From an optimization exercise on the open Yosys and OpenROAD flow, aimed at small area, a short achievable clock period and few clock cycles; shortcuts taken in it are not production practice.
In this exercise RTL edits were held to simulation tests only and were not proved equivalent to the original.
Power is estimated from default activity; no workload was simulated.

==> job 2386: inputs <==
// cavlc_residual_top
module cavlc_residual_top (
	input  logic                       clk,
	input  logic                       rst_n,
	input  logic                       start_i,
	input  logic [256-1:0]    block_i,      
	input  logic                       flush_i,
	output logic                       busy_o,
	output logic [7:0]                 byte_o,
	output logic                       byte_we_o,
	output logic                       block_done_o,
	output logic [9-1:0] block_bits_o
);
	logic        adv, adv_safe;
	logic        tok_v, tok_t1, tok_last, tok_first, tok_adj;
	logic [15:0] tok_cnt4;
	logic [15:0] tok_data;
	logic [4:0]  tok_sg;
	logic        tok_ab, tok_s2;
	logic        code_v, code_last;
	logic [19:0] code_val;
	logic [5:0]  code_len;
	logic [5:0]  code_room;
	cavlc_block_scan cavlc_block_scan_inst (
		.clk         (clk),
		.rst_n       (rst_n),
		.start_i     (start_i),
		.block_i     (block_i),
		.adv_i       (adv),
		.adv_safe_i  (adv_safe),
		.busy_o      (busy_o),
		.tok_v_o     (tok_v),
		.tok_t1_o    (tok_t1),
		.tok_last_o  (tok_last),
		.tok_first_o (tok_first),
		.tok_adj_o   (tok_adj),
		.tok_cnt4_o  (tok_cnt4),
		.tok_data_o  (tok_data),
		.tok_sg_o    (tok_sg),
		.tok_ab_o    (tok_ab),
		.tok_s2_o    (tok_s2)
	);
	cavlc_level_coder cavlc_level_coder_inst (
		.clk         (clk),
  ...
Settings: LEC_CHECK=0, CAP_MARGIN=20, CORE_MARGIN=2, CORE_UTILIZATION=40, CTS_BUF_LIST=sky130_fd_sc_hd__clkbuf_4 sky130_fd_sc_hd__clkbuf_8, SETUP_SLACK_MARGIN=5, SLEW_MARGIN=20; clock period 11.0 ns.
run.sh (not shown) runs the stock make flow with config.mk's settings and CLKGATE_MAP_FILE= SYNTH_SCRIPT=/design/flow/synth_recipe.tcl, a recipe that flattens the netlist after the stock synthesis.
==> job 9168 (differences from job 2386) <==
--- a/flow/design.v
+++ b/flow/design.v
@@ -71,11 +71,11 @@
 	output logic         tok_v_o,         
 	output logic         tok_t1_o,        
 	output logic         tok_last_o,      
 	output logic         tok_first_o,     
 	output logic         tok_adj_o,       
-	output logic [15:0]  tok_cnt4_o,      
+	output logic [11:0]  tok_cnt4_o,      
 	output logic [15:0]  tok_data_o,      
 	output logic [4:0]   tok_sg_o,        
 	output logic         tok_ab_o,        
 	output logic         tok_s2_o         
 );
@@ -99,22 +99,21 @@
 			for (int j = 0; j <= i; j++)
 				t[i-1] = t[i-1] | (ta[j] & tb[i-j]);
 		end
 		therm_add = t;
 	endfunction
-	function automatic logic [19:0] therm4x4(input logic [15:0] x);
+	function automatic logic [4:0] therm16(input logic [15:0] x);
 		logic [39:0] l1;
+		logic [19:0] l2;
+		logic [9:0]  l3;
 		for (int i = 0; i < 8; i++)
 			l1[5*i +: 5] = therm_add({4'd0, x[2*i]}, {4'd0, x[2*i+1]});
 		for (int i = 0; i < 4; i++)
-			therm4x4[5*i +: 5] = therm_add(l1[10*i +: 5], l1[10*i+5 +: 5]);
-	endfunction
-	function automatic logic [4:0] therm_sum4(input logic [19:0] g);
-		therm_sum4 = therm_add(therm_add(g[4:0], g[9:5]), therm_add(g[14:10], g[19:15]));
-	endfunction
-	function automatic logic [4:0] therm16(input logic [15:0] x);
-		therm16 = therm_sum4(therm4x4(x));
+			l2[5*i +: 5] = therm_add(l1[10*i +: 5], l1[10*i+5 +: 5]);
+		for (int i = 0; i < 2; i++)
+			l3[5*i +: 5] = therm_add(l2[10*i +: 5], l2[10*i+5 +: 5]);
+		therm16 = therm_add(l3[4:0], l3[9:5]);
 	endfunction
 	function automatic logic [15:0] or_above(input logic [15:0] x);
 		logic [15:0] y;
 		for (int k = 0; k < 16; k++)
 			y[k] = |(x >> (k + 1));
@@ -138,23 +137,23 @@
 		th_in = therm16(nz_in);
 		ln_in = !th_in[1];
 	end
 	logic [15:0] a1, a2, sel2one;
 	logic [4:0]  th;
-	logic [19:0] g4;
 	logic        ge2, ge3, ge4, ge5, botone;
 	logic [15:0] sel1, t1pos, rem;
 	logic        top_one, two, is_t1, single, last, rem_le1;
 	logic [1:0]  t1cnt;
 	logic [2:0]  signs;
 	logic        s1, s2;
+	logic [23:0] c2;
+	logic [11:0] c4;
 	logic [15:0] coef;
 	always_comb begin
 		a1  = or_above(nz_q);                  
 		a2  = or_above(nz_q & a1);             
-		g4  = therm4x4(nz_q);
-		th  = therm_sum4(g4);
+		th  = therm16(nz_q);
 		ge2 = th[1];
 		ge3 = th[2];
 		ge4 = th[3];
 		ge5 = th[4];
 		botone = (nz_q & ~or_below(nz_q) & one_q) != 16'd0;
@@ -172,10 +171,14 @@
 		end else begin
 			is_t1 = run2_q && top_one;
 			t1cnt = 2'd1;
 			signs = {2'b0, s1};
 		end
+		for (int i = 0; i < 8; i++)
+			c2[3*i +: 3] = 3'(nz_q[2*i]) + 3'(nz_q[2*i+1]);
+		for (int i = 0; i < 4; i++)
+			c4[3*i +: 3] = c2[6*i +: 3] + c2[6*i+3 +: 3];
 		single = !first_q && run2_q && top_one;
 		rem = nz_q & ~(single ? sel1 : t1pos);
 		if (!single && two) begin
 			last    = ~ge3;
 			rem_le1 = ~ge4 || (!is_t1 && botone && !ge5);
@@ -228,22 +231,21 @@
 			if (adv_i)
 				tok_v_o <= have_q;
 		end
 	end
 	always_ff @(posedge clk) begin
-		if (accept) begin
+		if (~busy_q) begin
 			blk_q <= block_i;
 			nz_q  <= nz_in;
 			one_q <= one_in;
 			for (int k = 0; k < 16; k++)
 				sign_q[k] <= block_i[16*k+15];
 		end else if (issue) begin
 			nz_q  <= rem;
 		end
 		if (issue && first_q)
-			for (int i = 0; i < 4; i++)
-				tok_cnt4_o[4*i +: 4] <= g4[5*i +: 4];
+			tok_cnt4_o <= c4;
 		if (issue && is_t1)
 			adj_q <= first_q;
 		if (issue) begin
 			tok_t1_o    <= is_t1;
 			tok_last_o  <= last;
@@ -263,11 +265,11 @@
 	input  logic                     tok_v_i,
 	input  logic                     tok_t1_i,
 	input  logic                     tok_last_i,
 	input  logic                     tok_first_i,
 	input  logic                     tok_adj_i,
-	input  logic [15:0]              tok_cnt4_i,    
+	input  logic [11:0]              tok_cnt4_i,    
 	input  logic [15:0]              tok_data_i,
 	input  logic [4:0]               tok_sg_i,
 	input  logic                     tok_ab_i,      
 	input  logic                     tok_s2_i,      
 	output logic                     code_v_o,
@@ -281,24 +283,18 @@
 	logic [15:0] x, m;
 	logic [1:0]  d;
 	logic [2:0]  sl, sl1, sl_n;
 	logic [6:0]  th;
 	logic [4:0]  ncnt;
-	logic [3:0]  t4;
-	logic [11:0] gc;
 	logic        ngt10;
 	always_comb begin
 		neg = tok_data_i[15];
 		adj = tok_first_i & tok_adj_i;
 		x   = neg ? ~tok_data_i : tok_data_i;
 		d   = neg ? {1'b0, adj} : {adj, ~adj};
 		m   = x - 16'(d);
-		for (int i = 0; i < 4; i++) begin
-			t4 = tok_cnt4_i[4*i +: 4];
-			gc[3*i +: 3] = {t4[3], t4[1] & ~t4[3], (t4[0] & ~t4[1]) | (t4[2] & ~t4[3])};
-		end
-		ncnt  = (5'(gc[2:0]) + 5'(gc[5:3])) + (5'(gc[8:6]) + 5'(gc[11:9]));
+		ncnt  = 5'(tok_cnt4_i[2:0]) + 5'(tok_cnt4_i[5:3]) + 5'(tok_cnt4_i[8:6]) + 5'(tok_cnt4_i[11:9]);
 		ngt10 = ncnt > 5'd10;
 		sl  = tok_first_i ? {2'd0, ngt10 & tok_adj_i} : sfx_q;
 		sl1 = tok_first_i ? 3'd1 : sfx_q;
 		th  = 7'd3 << (sl1 - 3'd1);
 		gt  = neg ? (x >= 16'(th)) : (x > 16'(th));
@@ -467,11 +463,11 @@
 	output logic                       block_done_o,
 	output logic [9-1:0] block_bits_o
 );
 	logic        adv, adv_safe;
 	logic        tok_v, tok_t1, tok_last, tok_first, tok_adj;
-	logic [15:0] tok_cnt4;
+	logic [11:0] tok_cnt4;
 	logic [15:0] tok_data;
 	logic [4:0]  tok_sg;
 	logic        tok_ab, tok_s2;
 	logic        code_v, code_last;
 	logic [19:0] code_val;
==> flow/flow/run.sh (new file) <==
#!/bin/bash
# The standard layout (the standard.sh, all steps unchanged), with
# the port buffers that global placement inserts made of buf_1 cells
# instead of the delay buffers buffer_ports picks by default. Every
# input and output port still gets its own buffer.
set -o pipefail
export BUFFER_PORTS_ARGS="-buffer_cell sky130_fd_sc_hd__buf_1"
cp standard.sh standard_copy.sh.txt
bash standard.sh > standard.log 2>&1
==> flow/standard.sh (new file) <==
#!/bin/bash
# synth_recipe.tcl (not shown) runs the flow's synth.tcl, then flattens the netlist and writes it again
# the make line also repeats each setting of config.mk as NAME=value (left out here)
make -C /OpenROAD-flow-scripts/flow DESIGN_CONFIG=/design/flow/config.mk WORK_HOME=/design/flow/orfs CLKGATE_MAP_FILE= SYNTH_SCRIPT=/design/flow/synth_recipe.tcl "${@:-finish}"
--- a/flow/config.mk
+++ b/flow/config.mk
@@ -6,8 +6,7 @@
 export NUM_CORES = 4
 export LEC_CHECK = 0
 export CAP_MARGIN = 20
 export CORE_MARGIN = 2
 export CORE_UTILIZATION = 40
-export CTS_BUF_LIST = sky130_fd_sc_hd__clkbuf_4 sky130_fd_sc_hd__clkbuf_8
 export SETUP_SLACK_MARGIN = 5
 export SLEW_MARGIN = 20
removed: flow/run.sh
==> qor summary <==
item                                                            job 9168     job 2386
R2r worst-path depth                                                  14           11
Met1 routed wirelength after detailed routing                    32.8 mm      33.3 mm
Net switching power                                              5350 uW      5290 uW
Power share of the combinational group                             54.6%        56.0%
WL met2                                                          39.3 mm      40.5 mm
Compound-Gate Fraction of Synth Area                               16.6%        17.0%
Met3 usage                                                         3.00%        3.46%
Run status                                      timing/DRC/antenna clean  timing/DRC/antenna clean
CP max-delay cell                                               edfxtp_1         ha_1
Synthesized-area fraction occupied by and/or/nand/nor cells        15.7%        15.4%
Skew final                                                     0.0686 ns    0.0450 ns
Max IR drop VDD                                                 0.254 mV     0.285 mV
Worst-case register-to-register setup slack                      6.26 ns      5.81 ns
Pwr/cell area                                                377 nW/um^2  351 nW/um^2
Pre-CTS worst setup slack                                        5.91 ns      5.64 ns
Global-route wire length before repair                            123 mm       123 mm
Non-clk buf share                                                  4.07%        9.34%
Number of clock buffers in the layout                                 75          109
Total global routing track utilization                             22.4%        22.7%
Synthesized instance count                                          2441         2419
Clock root cell                                                clkbuf_16     clkbuf_8
Testbench counts of job 2386, summed over its fixed seeds: cycles 5,736.
Testbench counts of job 9168, summed over its fixed seeds: cycles 5,736.

[re-timing with driven ports]
The results above use ideal ports. As a check the final layouts listed here were re-extracted and re-timed, cells and wires unchanged. Step 1 (the two cells are an assumption about what drives the block):
set clk [get_ports {clk}]
set_driving_cell -lib_cell sky130_fd_sc_hd__clkbuf_16 $clk
set_driving_cell -lib_cell sky130_fd_sc_hd__buf_2 [delete_from_list [all_inputs] $clk]
Step 2 also shifts input and output timing later by t, the mid clock arrival at the registers, as if the neighbouring blocks saw the same clock. a / b / c = no drivers / after step 1 / after step 2; a / b = the first two.
run	t (ns)	setup slack, ns	worst hold slack (ns)	worst data-port slew with drivers (ns)	pins driven straight from the clock port
job 2386	0.734	5.813 / 5.813 / 5.496	0.420 / 0.420 / 0.420	0.07	1
job 9168	0.670	6.261 / 6.261 / 5.973	0.418 / 0.418 / 0.418	0.08	1
After both steps setup and hold are still met in every run listed. The setup slack of job 2386, which loses most, moves by 0.000 ns with the drivers and by -0.317 ns with both steps.
